This design comes from an exercise in tuning for small area, a short achievable clock period and few clock cycles per item on the open sky130 flow, not from production work.
In this exercise RTL edits were held to simulation tests only and were not proved equivalent to the original.
Power and IR drop assume default switching activity.

==> design/flow/design.v <==
`default_nettype none
package mips_isa_pkg;
   typedef logic [32-1:0] word_t;
   typedef logic [4:0] reg_num_t;
   typedef logic [4:0] shamt_t;
   typedef logic [15:0] imm16_t;
   typedef enum logic [5:0] {
      OP_RTYPE = 6'h00,
      OP_ADDI  = 6'h08,
      OP_ADDIU = 6'h09,
      OP_SLTI  = 6'h0a,
      OP_SLTIU = 6'h0b,
      OP_ANDI  = 6'h0c,
      OP_ORI   = 6'h0d,
      OP_XORI  = 6'h0e,
      OP_LUI   = 6'h0f
   } opcode_e;
   typedef enum logic [5:0] {
      FN_SLL  = 6'h00,
      FN_SRL  = 6'h02,
      FN_SRA  = 6'h03,
      FN_SLLV = 6'h04,
      FN_SRLV = 6'h06,
      FN_SRAV = 6'h07,
      FN_ADD  = 6'h20,
      FN_ADDU = 6'h21,
      FN_SUB  = 6'h22,
      FN_SUBU = 6'h23,
      FN_AND  = 6'h24,
      FN_OR   = 6'h25,
      FN_XOR  = 6'h26,
      FN_NOR  = 6'h27,
      FN_SLT  = 6'h2a,
      FN_SLTU = 6'h2b
   } funct_e;
endpackage
`default_nettype wire
`default_nettype none
package core_pkg;
   typedef enum logic [2:0] {
      ALU_ADD,
      ALU_SUB,
      ALU_AND,
      ALU_OR,
      ALU_XOR,
      ALU_NOR,
      ALU_SLT,
      ALU_SLTU
   } alu_op_e;
   typedef enum logic [1:0] {
      SHIFT_LEFT,
      SHIFT_RIGHT_LOGICAL,
      SHIFT_RIGHT_ARITHMETIC
   } shift_op_e;
   typedef enum logic [1:0] {
      WB_ALU,
      WB_SHIFT,
      WB_LUI
   } wb_sel_e;
   typedef struct packed {
      alu_op_e   alu_op;
      shift_op_e shift_op;
      wb_sel_e   wb_sel;
      logic      use_imm;
      logic      sign_ext;
      logic      shift_v;
      logic      reads_rt;
      logic      except;
   } decode_t;
   typedef struct packed {
      alu_op_e   alu_op;
      shift_op_e shift_op;
      wb_sel_e   wb_sel;
      logic [32-1:0]  a;
      logic [32-1:0]  b;
      logic [4:0]  shamt;
      logic [15:0]  imm;
      logic [4:0]  dest;
   } exec_op_t;
   typedef struct packed {
      logic [4:0] dest;
      logic [32-1:0] value;
   } wb_report_t;
endpackage
`default_nettype wire
`default_nettype none
module mips_decode
(
   input  mips_isa_pkg::word_t   inst,
   output core_pkg::decode_t dec
);
   logic [5:0] opcode;
   logic [5:0] funct;
   assign opcode = inst[31:26];
   assign funct  = inst[5:0];
   always_comb begin
      dec          = '0;
      dec.alu_op   = core_pkg::ALU_ADD;
      dec.shift_op = core_pkg::SHIFT_LEFT;
      dec.wb_sel   = core_pkg::WB_ALU;
      case (opcode)
         mips_isa_pkg::OP_RTYPE: begin
            dec.reads_rt = 1'b1;
            case (funct)
               mips_isa_pkg::FN_SLL: begin
                  dec.wb_sel = core_pkg::WB_SHIFT;
               end
               mips_isa_pkg::FN_SRL: begin
                  dec.wb_sel   = core_pkg::WB_SHIFT;
                  dec.shift_op = core_pkg::SHIFT_RIGHT_LOGICAL;
               end
               mips_isa_pkg::FN_SRA: begin
                  dec.wb_sel   = core_pkg::WB_SHIFT;
                  dec.shift_op = core_pkg::SHIFT_RIGHT_ARITHMETIC;
               end
               mips_isa_pkg::FN_SLLV: begin
                  dec.wb_sel  = core_pkg::WB_SHIFT;
                  dec.shift_v = 1'b1;
               end
               mips_isa_pkg::FN_SRLV: begin
                  dec.wb_sel   = core_pkg::WB_SHIFT;
                  dec.shift_v  = 1'b1;
                  dec.shift_op = core_pkg::SHIFT_RIGHT_LOGICAL;
               end
               mips_isa_pkg::FN_SRAV: begin
                  dec.wb_sel   = core_pkg::WB_SHIFT;
                  dec.shift_v  = 1'b1;
                  dec.shift_op = core_pkg::SHIFT_RIGHT_ARITHMETIC;
               end
               mips_isa_pkg::FN_ADD, mips_isa_pkg::FN_ADDU: dec.alu_op = core_pkg::ALU_ADD;
               mips_isa_pkg::FN_SUB, mips_isa_pkg::FN_SUBU: dec.alu_op = core_pkg::ALU_SUB;
               mips_isa_pkg::FN_AND:  dec.alu_op = core_pkg::ALU_AND;
               mips_isa_pkg::FN_OR:   dec.alu_op = core_pkg::ALU_OR;
               mips_isa_pkg::FN_XOR:  dec.alu_op = core_pkg::ALU_XOR;
               mips_isa_pkg::FN_NOR:  dec.alu_op = core_pkg::ALU_NOR;
               mips_isa_pkg::FN_SLT:  dec.alu_op = core_pkg::ALU_SLT;
               mips_isa_pkg::FN_SLTU: dec.alu_op = core_pkg::ALU_SLTU;
               default: dec.except = 1'b1;
            endcase
         end
         mips_isa_pkg::OP_ADDI, mips_isa_pkg::OP_ADDIU: begin
            dec.use_imm  = 1'b1;
            dec.sign_ext = 1'b1;
         end
         mips_isa_pkg::OP_SLTI: begin
            dec.use_imm  = 1'b1;
            dec.sign_ext = 1'b1;
            dec.alu_op   = core_pkg::ALU_SLT;
         end
         mips_isa_pkg::OP_SLTIU: begin
            dec.use_imm  = 1'b1;
            dec.sign_ext = 1'b1;
            dec.alu_op   = core_pkg::ALU_SLTU;
         end
         mips_isa_pkg::OP_ANDI: begin
            dec.use_imm = 1'b1;
            dec.alu_op  = core_pkg::ALU_AND;
         end
         mips_isa_pkg::OP_ORI: begin
            dec.use_imm = 1'b1;
            dec.alu_op  = core_pkg::ALU_OR;
         end
         mips_isa_pkg::OP_XORI: begin
            dec.use_imm = 1'b1;
            dec.alu_op  = core_pkg::ALU_XOR;
         end
         mips_isa_pkg::OP_LUI: begin
            dec.use_imm = 1'b1;
            dec.wb_sel  = core_pkg::WB_LUI;
         end
         default: dec.except = 1'b1;
      endcase
   end
endmodule
`default_nettype wire
`default_nettype none
module regfile
(
   input  logic     clk,
   input  logic     arst_n,
   input  mips_isa_pkg::reg_num_t rs_num,
   input  mips_isa_pkg::reg_num_t rt_num,
   input  mips_isa_pkg::reg_num_t rd_num,
   input  mips_isa_pkg::word_t    rd_data,
   input  logic     rd_we,
   output mips_isa_pkg::word_t    rs_data,
   output mips_isa_pkg::word_t    rt_data
);
   mips_isa_pkg::word_t regs [32];
   always_ff @(posedge clk or negedge arst_n) begin
      if (!arst_n) begin
         for (int i = 0; i < 32; i++) begin
            regs[i] <= '0;
         end
      end else if (rd_we && (rd_num != '0)) begin
         regs[rd_num] <= rd_data;
      end
   end
   assign rs_data = regs[rs_num];
   assign rt_data = regs[rt_num];
endmodule
`default_nettype wire
`default_nettype none
module issue_stage
(
   input  logic     clk,
   input  logic     arst_n,
   input  logic     inst_req,
   input  mips_isa_pkg::word_t    inst,
   input  logic     buf_full,
   input  mips_isa_pkg::word_t    rs_data,
   input  mips_isa_pkg::word_t    rt_data,
   input  mips_isa_pkg::reg_num_t wr_num,
   input  logic     wr_en,
   output logic     inst_ack,
   output mips_isa_pkg::reg_num_t rs_num,
   output mips_isa_pkg::reg_num_t rt_num,
   output logic     push,
   output core_pkg::exec_op_t op,
   output logic     except
);
   typedef enum logic {
      IS_IDLE,
      IS_RELEASE
   } issue_state_e;
   issue_state_e              state_q;
   core_pkg::decode_t                   dec;
   mips_isa_pkg::reg_num_t                  rd_num;
   mips_isa_pkg::reg_num_t                  dest;
   mips_isa_pkg::imm16_t                    imm;
   mips_isa_pkg::word_t                     imm_ext;
   logic [32-1:0] busy_q;
   logic                      stall;
   logic                      accept;
   mips_decode i_mips_decode (
      .inst (inst),
      .dec  (dec)
   );
   assign rs_num = inst[25:21];
   assign rt_num = inst[20:16];
   assign rd_num = inst[15:11];
   assign imm    = inst[15:0];
   assign dest   = dec.use_imm ? rt_num : rd_num;
   assign imm_ext = dec.sign_ext ? {{(32-16){imm[15]}}, imm}
                                 : {{(32-16){1'b0}}, imm};
   assign stall = busy_q[rs_num] | (dec.reads_rt & busy_q[rt_num]) | busy_q[dest] | buf_full;
   assign accept = (state_q == IS_IDLE) && inst_req && (dec.except || !stall);
   assign push   = accept && !dec.except;
   always_comb begin
      op.alu_op   = dec.alu_op;
      op.shift_op = dec.shift_op;
      op.wb_sel   = dec.wb_sel;
      op.a        = rs_data;
      op.b        = dec.use_imm ? imm_ext : rt_data;
      op.shamt    = dec.shift_v ? rs_data[4:0] : inst[10:6];
      op.imm      = imm;
      op.dest     = dest;
   end
   always_ff @(posedge clk or negedge arst_n) begin
      if (!arst_n) begin
         state_q  <= IS_IDLE;
         inst_ack <= 1'b0;
         except   <= 1'b0;
      end else begin
         case (state_q)
            IS_IDLE: begin
               if (accept) begin
                  state_q  <= IS_RELEASE;
                  inst_ack <= 1'b1;
                  if (dec.except) begin
                     except <= 1'b1;
                  end
               end
            end
            IS_RELEASE: begin
               if (!inst_req) begin
                  state_q  <= IS_IDLE;
                  inst_ack <= 1'b0;
               end
            end
         endcase
      end
   end
   always_ff @(posedge clk or negedge arst_n) begin
      if (!arst_n) begin
         busy_q <= '0;
      end else begin
         if (wr_en) begin
            busy_q[wr_num] <= 1'b0;
         end
         if (push && (dest != '0)) begin
            busy_q[dest] <= 1'b1;
         end
      end
   end
endmodule
`default_nettype wire
`default_nettype none
module op_buffer
(
   input  logic     clk,
   input  logic     arst_n,
   input  logic     push,
   input  core_pkg::exec_op_t din,
   input  logic     pop,
   output core_pkg::exec_op_t dout,
   output logic     full,
   output logic     empty
);
   localparam int unsigned DEPTH = 4;
   localparam int unsigned PTR_W = (DEPTH > 1) ? $clog2(DEPTH) : 1;
   localparam int unsigned CNT_W = $clog2(DEPTH + 1);
   logic [$bits(din)-1:0] mem [DEPTH];
   logic [PTR_W-1:0] wr_ptr_q;
   logic [PTR_W-1:0] rd_ptr_q;
   logic [CNT_W-1:0] count_q;
   always_ff @(posedge clk or negedge arst_n) begin
      if (!arst_n) begin
         wr_ptr_q <= '0;
         rd_ptr_q <= '0;
         count_q  <= '0;
      end else begin
         if (push) begin
            wr_ptr_q <= (wr_ptr_q == PTR_W'(DEPTH - 1)) ? '0 : wr_ptr_q + 1'b1;
         end
         if (pop) begin
            rd_ptr_q <= (rd_ptr_q == PTR_W'(DEPTH - 1)) ? '0 : rd_ptr_q + 1'b1;
         end
         case ({push, pop})
            2'b10:   count_q <= count_q + 1'b1;
            2'b01:   count_q <= count_q - 1'b1;
            default: count_q <= count_q;
         endcase
      end
   end
   always_ff @(posedge clk) begin
      if (push) begin
         mem[wr_ptr_q] <= din;
      end
   end
   assign dout  = mem[rd_ptr_q];
   assign full  = (count_q == CNT_W'(DEPTH));
   assign empty = (count_q == '0);
endmodule
`default_nettype wire
`default_nettype none
module execute_stage
(
   input  logic       clk,
   input  logic       arst_n,
   input  core_pkg::exec_op_t   op,
   input  logic       empty,
   input  logic       wb_ack,
   output logic       pop,
   output mips_isa_pkg::reg_num_t   wr_num,
   output mips_isa_pkg::word_t      wr_data,
   output logic       wr_en,
   output logic       wb_req,
   output core_pkg::wb_report_t wb
);
   typedef enum logic [1:0] {
      EX_IDLE,
      EX_REQ,
      EX_RELEASE
   } exec_state_e;
   exec_state_e state_q;
   mips_isa_pkg::word_t       alu_res;
   mips_isa_pkg::word_t       shift_res;
   mips_isa_pkg::word_t       result;
   always_comb begin
      alu_res = op.a + op.b;
      case (op.alu_op)
         core_pkg::ALU_SUB:  alu_res = op.a - op.b;
         core_pkg::ALU_AND:  alu_res = op.a & op.b;
         core_pkg::ALU_OR:   alu_res = op.a | op.b;
         core_pkg::ALU_XOR:  alu_res = op.a ^ op.b;
         core_pkg::ALU_NOR:  alu_res = ~(op.a | op.b);
         core_pkg::ALU_SLT:  alu_res = mips_isa_pkg::word_t'($signed(op.a) < $signed(op.b));
         core_pkg::ALU_SLTU: alu_res = mips_isa_pkg::word_t'(op.a < op.b);
         default:  alu_res = op.a + op.b;
      endcase
   end
   always_comb begin
      case (op.shift_op)
         core_pkg::SHIFT_RIGHT_LOGICAL:    shift_res = op.b >> op.shamt;
         core_pkg::SHIFT_RIGHT_ARITHMETIC: shift_res = $signed(op.b) >>> op.shamt;
         default:                shift_res = op.b << op.shamt;
      endcase
   end
   always_comb begin
      case (op.wb_sel)
         core_pkg::WB_SHIFT: result = shift_res;
         core_pkg::WB_LUI:   result = {op.imm, {(32-16){1'b0}}};
         default:  result = alu_res;
      endcase
   end
   assign pop     = (state_q == EX_IDLE) && !empty;
   assign wr_en   = pop;
   assign wr_num  = op.dest;
   assign wr_data = result;
   always_ff @(posedge clk or negedge arst_n) begin
      if (!arst_n) begin
         state_q <= EX_IDLE;
         wb_req  <= 1'b0;
      end else begin
         case (state_q)
            EX_IDLE: begin
               if (pop) begin
                  state_q <= EX_REQ;
                  wb_req  <= 1'b1;
               end
            end
            EX_REQ: begin
               if (wb_ack) begin
                  state_q <= EX_RELEASE;
                  wb_req  <= 1'b0;
               end
            end
            EX_RELEASE: begin
               if (!wb_ack) begin
                  state_q <= EX_IDLE;
               end
            end
            default: state_q <= EX_IDLE;
         endcase
      end
   end
   always_ff @(posedge clk) begin
      if (pop) begin
         wb.dest  <= op.dest;
         wb.value <= result;
      end
   end
endmodule
`default_nettype wire
`default_nettype none
module mips_arith_core
(
   input  logic       clk,
   input  logic       arst_n,
   input  logic       inst_req,
   input  mips_isa_pkg::word_t      inst,
   output logic       inst_ack,
   output logic       wb_req,
   output core_pkg::wb_report_t wb,
   input  logic       wb_ack,
   output logic       except
);
   core_pkg::exec_op_t issue_op;
   logic     push;
   logic     buf_full;
   core_pkg::exec_op_t exec_op;
   logic     pop;
   logic     buf_empty;
   mips_isa_pkg::reg_num_t rs_num;
   mips_isa_pkg::reg_num_t rt_num;
   mips_isa_pkg::word_t    rs_data;
   mips_isa_pkg::word_t    rt_data;
   mips_isa_pkg::reg_num_t wr_num;
   mips_isa_pkg::word_t    wr_data;
   logic     wr_en;
   issue_stage i_issue_stage (
      .clk      (clk),
      .arst_n   (arst_n),
      .inst_req (inst_req),
      .inst     (inst),
      .buf_full (buf_full),
      .rs_data  (rs_data),
      .rt_data  (rt_data),
      .wr_num   (wr_num),
      .wr_en    (wr_en),
      .inst_ack (inst_ack),
      .rs_num   (rs_num),
      .rt_num   (rt_num),
      .push     (push),
      .op       (issue_op),
      .except   (except)
   );
   op_buffer i_op_buffer (
      .clk    (clk),
      .arst_n (arst_n),
      .push   (push),
      .din    (issue_op),
      .pop    (pop),
      .dout   (exec_op),
      .full   (buf_full),
      .empty  (buf_empty)
   );
   regfile i_regfile (
      .clk     (clk),
      .arst_n  (arst_n),
      .rs_num  (rs_num),
      .rt_num  (rt_num),
      .rd_num  (wr_num),
      .rd_data (wr_data),
      .rd_we   (wr_en),
      .rs_data (rs_data),
      .rt_data (rt_data)
   );
   execute_stage i_execute_stage (
      .clk     (clk),
      .arst_n  (arst_n),
      .op      (exec_op),
      .empty   (buf_empty),
      .wb_ack  (wb_ack),
      .pop     (pop),
      .wr_num  (wr_num),
      .wr_data (wr_data),
      .wr_en   (wr_en),
      .wb_req  (wb_req),
      .wb      (wb)
   );
endmodule
`default_nettype wire
`default_nettype none
module mips_arith_top (
   input  wire        clk,
   input  wire        arst_n,
   input  wire        inst_req,
   input  wire [31:0] inst,
   output wire        inst_ack,
   output wire        wb_req,
   output wire [4:0]  wb_dest,
   output wire [31:0] wb_value,
   input  wire        wb_ack,
   output wire        except
);
   wire [36:0] wb;
   mips_arith_core i_core (
      .clk      (clk),
      .arst_n   (arst_n),
      .inst_req (inst_req),
      .inst     (inst),
      .inst_ack (inst_ack),
      .wb_req   (wb_req),
      .wb       (wb),
      .wb_ack   (wb_ack),
      .except   (except)
   );
   assign wb_dest  = wb[36:32];
   assign wb_value = wb[31:0];
endmodule
`default_nettype wire
==> design/flow/run.sh <==
#!/bin/bash
# synth_recipe.tcl (not shown) runs the flow's synth.tcl, then flattens the netlist and writes it again
# the make line also repeats each setting of config.mk as NAME=value (left out here)
make -C /OpenROAD-flow-scripts/flow DESIGN_CONFIG=/design/flow/config.mk WORK_HOME=/design/flow/orfs CLKGATE_MAP_FILE= SYNTH_SCRIPT=/design/flow/synth_recipe.tcl finish
==> design/flow/config.mk <==
export PLATFORM = sky130hd
export DESIGN_NAME = mips_arith_top
export DESIGN_NICKNAME = mips_arith_top
export VERILOG_FILES = /design/flow/design.v
export SDC_FILE = /design/flow/constraint.sdc
export NUM_CORES = 4
export LEC_CHECK = 0
export CAP_MARGIN = 20
export CORE_MARGIN = 2
export CORE_UTILIZATION = 25
export PLACE_DENSITY = 0.5
export SLEW_MARGIN = 20
==> design/flow/constraint.sdc <==
create_clock -name core_clock -period 8.0 [get_ports {clk}]
set_input_delay 1.6000 -clock core_clock [delete_from_list [all_inputs] [get_ports {clk}]]
set_output_delay 1.6000 -clock core_clock [all_outputs]
set_load 0.01 [all_outputs]
==> run summary <==
[area by class of cell]
| cell class | count | area (um2) |
|---|---|---|
| diodes | 15 | 37.54 |
| clock buffers | 249 | 4916 |
| clock inverters | 56 | 745.7 |
| fillers | 31658 | 216500 |
| inverters | 154 | 580.6 |
| multi-input cells | 5033 | 34840 |
| flip-flops and latches | 1494 | 39520 |
| well taps | 4100 | 5130 |
| repair buffers | 369 | 3501 |
[state kept, by name, indices dropped and copies added, names as in the netlist]
register                        cells
i_core.i_regfile.regs            1024
i_core.i_execute_stage.wb          37
i_core.i_op_buffer.count_q          3
i_core.i_op_buffer.mem            388
i_core.i_issue_stage.except         1
i_core.i_execute_stage.state_q      2
i_core.i_op_buffer.rd_ptr_q         2
i_core.i_issue_stage.busy_q        32
i_core.i_op_buffer.wr_ptr_q         2
i_core.i_issue_stage.state_q        1
i_core.i_execute_stage.wb_req       1
i_core.i_issue_stage.inst_ack       1
[per-stage QoR]
| step | instance area (um2) | hold WS [ps] | setup WS (ps) |
|---|---|---|---|
| after floorplan | 76800 | 446.1 | -705.1 |
| after global placement | 83360 | 385.2 | 1230 |
| after detailed placement | 83420 | 388.1 | 1324 |
| after CTS | 89080 | 400.4 | 1598 |
| after global routing | 89240 | 410.8 | 1140 |
| final | 89270 | 401.9 | 1616 |
[power by group]
part	internal [W]	leakage, nW	switching, W
clock network	0.00476	2.78	0.00334
registers	0.00784	18.0	0.00000307
logic	0.0000896	13.3	0.000437
[synthesized netlist by cell type (37+ instances only)]
library cell / n
a221oi_1: 340
mux2i_1: 111
edfxtp_1: 425
mux4_2: 122
nand3_1: 134
nor3_1: 57
nand2_1: 911
a211oi_1: 41
ha_1: 117
o31ai_1: 66
xnor2_1: 42
o21ai_0: 781
inv_1: 151
o21ai_1: 58
a21oi_1: 337
dfrtp_1: 1069
mux2_2: 188
nand4_1: 134
a22o_1: 324
buf_2: 73
nor2_1: 457
a22oi_1: 325
o211ai_1: 37
clkbuf_1: 527
[metal layers]
metal	up-vias	wire [um]	part of all wire [%]
met5	-	309	0.079
li1	27504	-	-
met2	5434	164900	42
met3	1615	48080	12
met4	20	26840	6.8
met1	34649	153400	39
[how the worst min path moves through the flow]
stage	cells past startpoint	slack, ps	endpoint	startpoint
floorplan	1	450	i_core.i_regfile.regs[0][16]$_DFFE_PN0P_	i_core.i_regfile.regs[0][16]$_DFFE_PN0P_
global placement	0	390	i_core.i_regfile.regs[0][24]$_DFFE_PN0P_	i_core.i_regfile.regs[0][24]$_DFFE_PN0P_
detailed placement	0	390	i_core.i_regfile.regs[0][24]$_DFFE_PN0P_	i_core.i_regfile.regs[0][24]$_DFFE_PN0P_
CTS	0	400	i_core.i_regfile.regs[0][24]$_DFFE_PN0P_	i_core.i_regfile.regs[0][24]$_DFFE_PN0P_
global route	0	410	i_core.i_regfile.regs[0][24]$_DFFE_PN0P_	i_core.i_regfile.regs[0][24]$_DFFE_PN0P_
finish	0	400	i_core.i_regfile.regs[0][26]$_DFFE_PN0P_	i_core.i_regfile.regs[0][26]$_DFFE_PN0P_
[worst max-delay path, cell delays in order, from the launching register on]
cell	delay [ps]
dfrtp_4	940
buf_4	400
mux4_2	590
inv_1	130
ha_1	370
a2111oi_0	460
o21ai_0	290
a21oi_1	320
a2111oi_0	200
nor2_1	620
o21ai_0	200
a221oi_1	390
xnor2_1	190
a211oi_4	260
buf_4	470
nor2_1	120
[kinds of logic (layout without fill, tap and decap cells)]
family | Yosys count | count (layout) | share of synthesized area, %
compound gates | 2609 | 2609 | 23.33
xor+xnor | 51 | 51 | 0.5816
fa+ha+maj | 120 | 120 | 1.984
buf+inv | 830 | 828 | 4.554
flops | 1494 | 1494 | 51.45
mux | 426 | 426 | 7.874
other cells | 0 | 15 | 0
simple gates | 1827 | 1827 | 10.22
==> summary.log <==
qor: worst_setup_path.timing_startpoint_of_the_critical_path i_core.i_op_buffer.rd_ptr_q[0]$_DFFE_PN0P_
qor: clock_network.clock_tree.htree_level_count 4
qor: route.drt-wirelength-per-cell 34.30 um
qor: place.routabilityCongestion 0.9654
qor: clock_network.worstSkewPairLatency 870 ps
qor: clock_network.path_clk_slew 60 ps
qor: clock_network.post_cts.repair.setup_buffers 0
qor: final_layout.post_route_cells_drive_above_1_share 15.00%
qor: route.drt-total-wl 393400 um
qor: logic_synthesis.yosysTopAreaCellShare 34.83%
qor: final_layout.area_growth 16.24%
qor: logic_synthesis.synth_seq_area_share 51.45%
qor: logic_synthesis.number_of_distinct_standard_cells_referenced_by_the_synthesized_netlist 101
qor: sta.slew_viol_final 0
qor: logic_synthesis.synth.top_cells.by_area dfrtp_1, edfxtp_1, o21ai_0, nand2_1, a221oi_1
qor: logic_synthesis.syn_avg_cell_area 10.44 um2
qor: final_layout.final_cell_count_no_fill 11470
qor: final_layout.layout_common_cells dfrtp_1, nand2_1, o21ai_0
qor: die.num_io_pins 76
qor: flow_run.maxCapViolations 0
qor: worst_setup_path.timing.setup.critical_path_class reg -> reg
qor: grt.grt_pass1_vias 65141
qor: logic_synthesis.async_s_r_ff_share_synth 71.55%
qor: worst_setup_path.ff2ff_setup_slack 1620 ps
qor: place.dpl.cell_count 11146
qor: route.dr_total_vias 69222
qor: grt.grt_use_met3 7.790%
qor: logic_synthesis.synth-warning-count 6
qor: logic_synthesis.ys_ff_latch 1494
qor: die.starting_density_of_the_core 25.11%
qor: logic_synthesis.mappedNetlistArea 76800 um2
qor: worst_setup_path.setup_crit_start_kind flop
qor: sta.finalSetupViolations 0
qor: worst_setup_path.worstPathRequired 8580 ps
qor: clock_network.cts.hold.buffers_added 0
qor: clock_network.cts_num_sinks 1494
qor: clock_network.tritoncts built
qor: sta.setup_tns 0 ps
qor: clock_network.post_cts_resized 0
qor: clock_network.max-clock-path-buffers 3
qor: final_layout.final_nets 7375
qor: route.drcViolationCount 0
qor: worst_setup_path.worstSetupEndpointType flop
qor: grt.grt_use_total 24.60%
qor: worst_setup_path.setup.worst_path.end i_core.i_execute_stage.wb[25]$_DFFE_PP_
qor: die.fp-row-count 203
qor: worst_hold_path.hold_class reg -> reg
qor: logic_synthesis.netlist_instances 7357
qor: sta.post-route-period-util 79.80%
qor: grt.number_of_antenna_violations_at_the_first_check_in_global_routing 21
qor: run_status.run_status finished clean
qor: worst_setup_path.r2r_end i_core.i_execute_stage.wb[25]$_DFFE_PP_
qor: grt.grt.overflow.total 0
qor: place.portBuffers 75
qor: sta.worst_slew_pin_slew 1291 ps
qor: worst_setup_path.reg2regPathDepth 15
qor: place.detailed_place_hpwl 246400 um
qor: sta.relSlewSlack 13.72%
qor: sta.maxClockFrequency 0.1566 GHz
qor: sta.grt_setup_unrepaired false
qor: final_layout.leading_cell_type_in_the_layout_fill_and_taps_excluded dfrtp_1
qor: route.antenna_left 0
qor: clock_network.numCtsBuffers 167
qor: grt.global_route_wire_length_before_repair 540300 um
qor: clock_network.clk_root_buffer_cell clkbuf_16
qor: worst_setup_path.reg2reg_from i_core.i_op_buffer.rd_ptr_q[0]$_DFFE_PN0P_
qor: route.dr.first_iter.drc_count 11309
qor: die.die_h 558.2 um
qor: route.dr.pass1.iters 8
qor: power.worst_voltage_drop_across_the_vdd_grid 243.8 uV
qor: power.power.density_cell_area 184.6 nW/um2
qor: power.cellLeakagePower 34.05 nW
qor: power.post-layout-total-power 0.01648 W
qor: logic_synthesis.synth_enable_flop_cells 425
qor: route.routed_via_density 6.035
qor: grt.gr-usage-met2 36.16%
qor: die.floorplan.die_area 311600 um2
qor: die.fp.coreArea 305800 um2
qor: grt.grt_start_max_net_pins 180
qor: die.die-width 558.2 um
qor: logic_synthesis.post_synthesis_cell_type_with_the_largest_combined_area dfrtp_1
qor: sta.finalWorstPathRequiredPeriod 6384 ps
qor: final_layout.layout.core_utilization 29.19%
qor: worst_setup_path.crit_fanout 37
qor: grt.use_met1 31.87%
qor: logic_synthesis.synth.net_count 7513
qor: sta.final-hold-violation-count 0
qor: grt.top_usage_layer met2
qor: logic_synthesis.yosys_most_used_dff dfrtp_1
qor: sta.fin_skew 57.49 ps
qor: worst_setup_path.critPathArrivalTime 6970 ps
Testbench counts, summed over its fixed seeds: cycles 7,200, insts 2,400.

[separate check: timing with driven ports]
The flow's constraints put no driver on any port. The routed layout listed below was extracted and timed again, unchanged, in two steps.
Step 1: set_driving_cell puts a clkbuf_16 on clk and a buf_2 on each other input, an assumption about the parent block.
Step 2 also shifts input and output timing later by t, the mid clock arrival at the registers, as if the neighbouring blocks saw the same clock.
Slacks: ideal ports / drivers / drivers and shift; pairs: ideal ports / drivers.
t, ns: 0.946
slack for setup (ns): 1.616 / 1.616 / 1.324
worst setup path at the end: input to register
slew at the worst register clock pin (ns): 0.07 / 0.07
After both steps this run still meets setup and hold. The setup slack of this run moves by 0.000 ns with the drivers and by -0.292 ns with both steps.
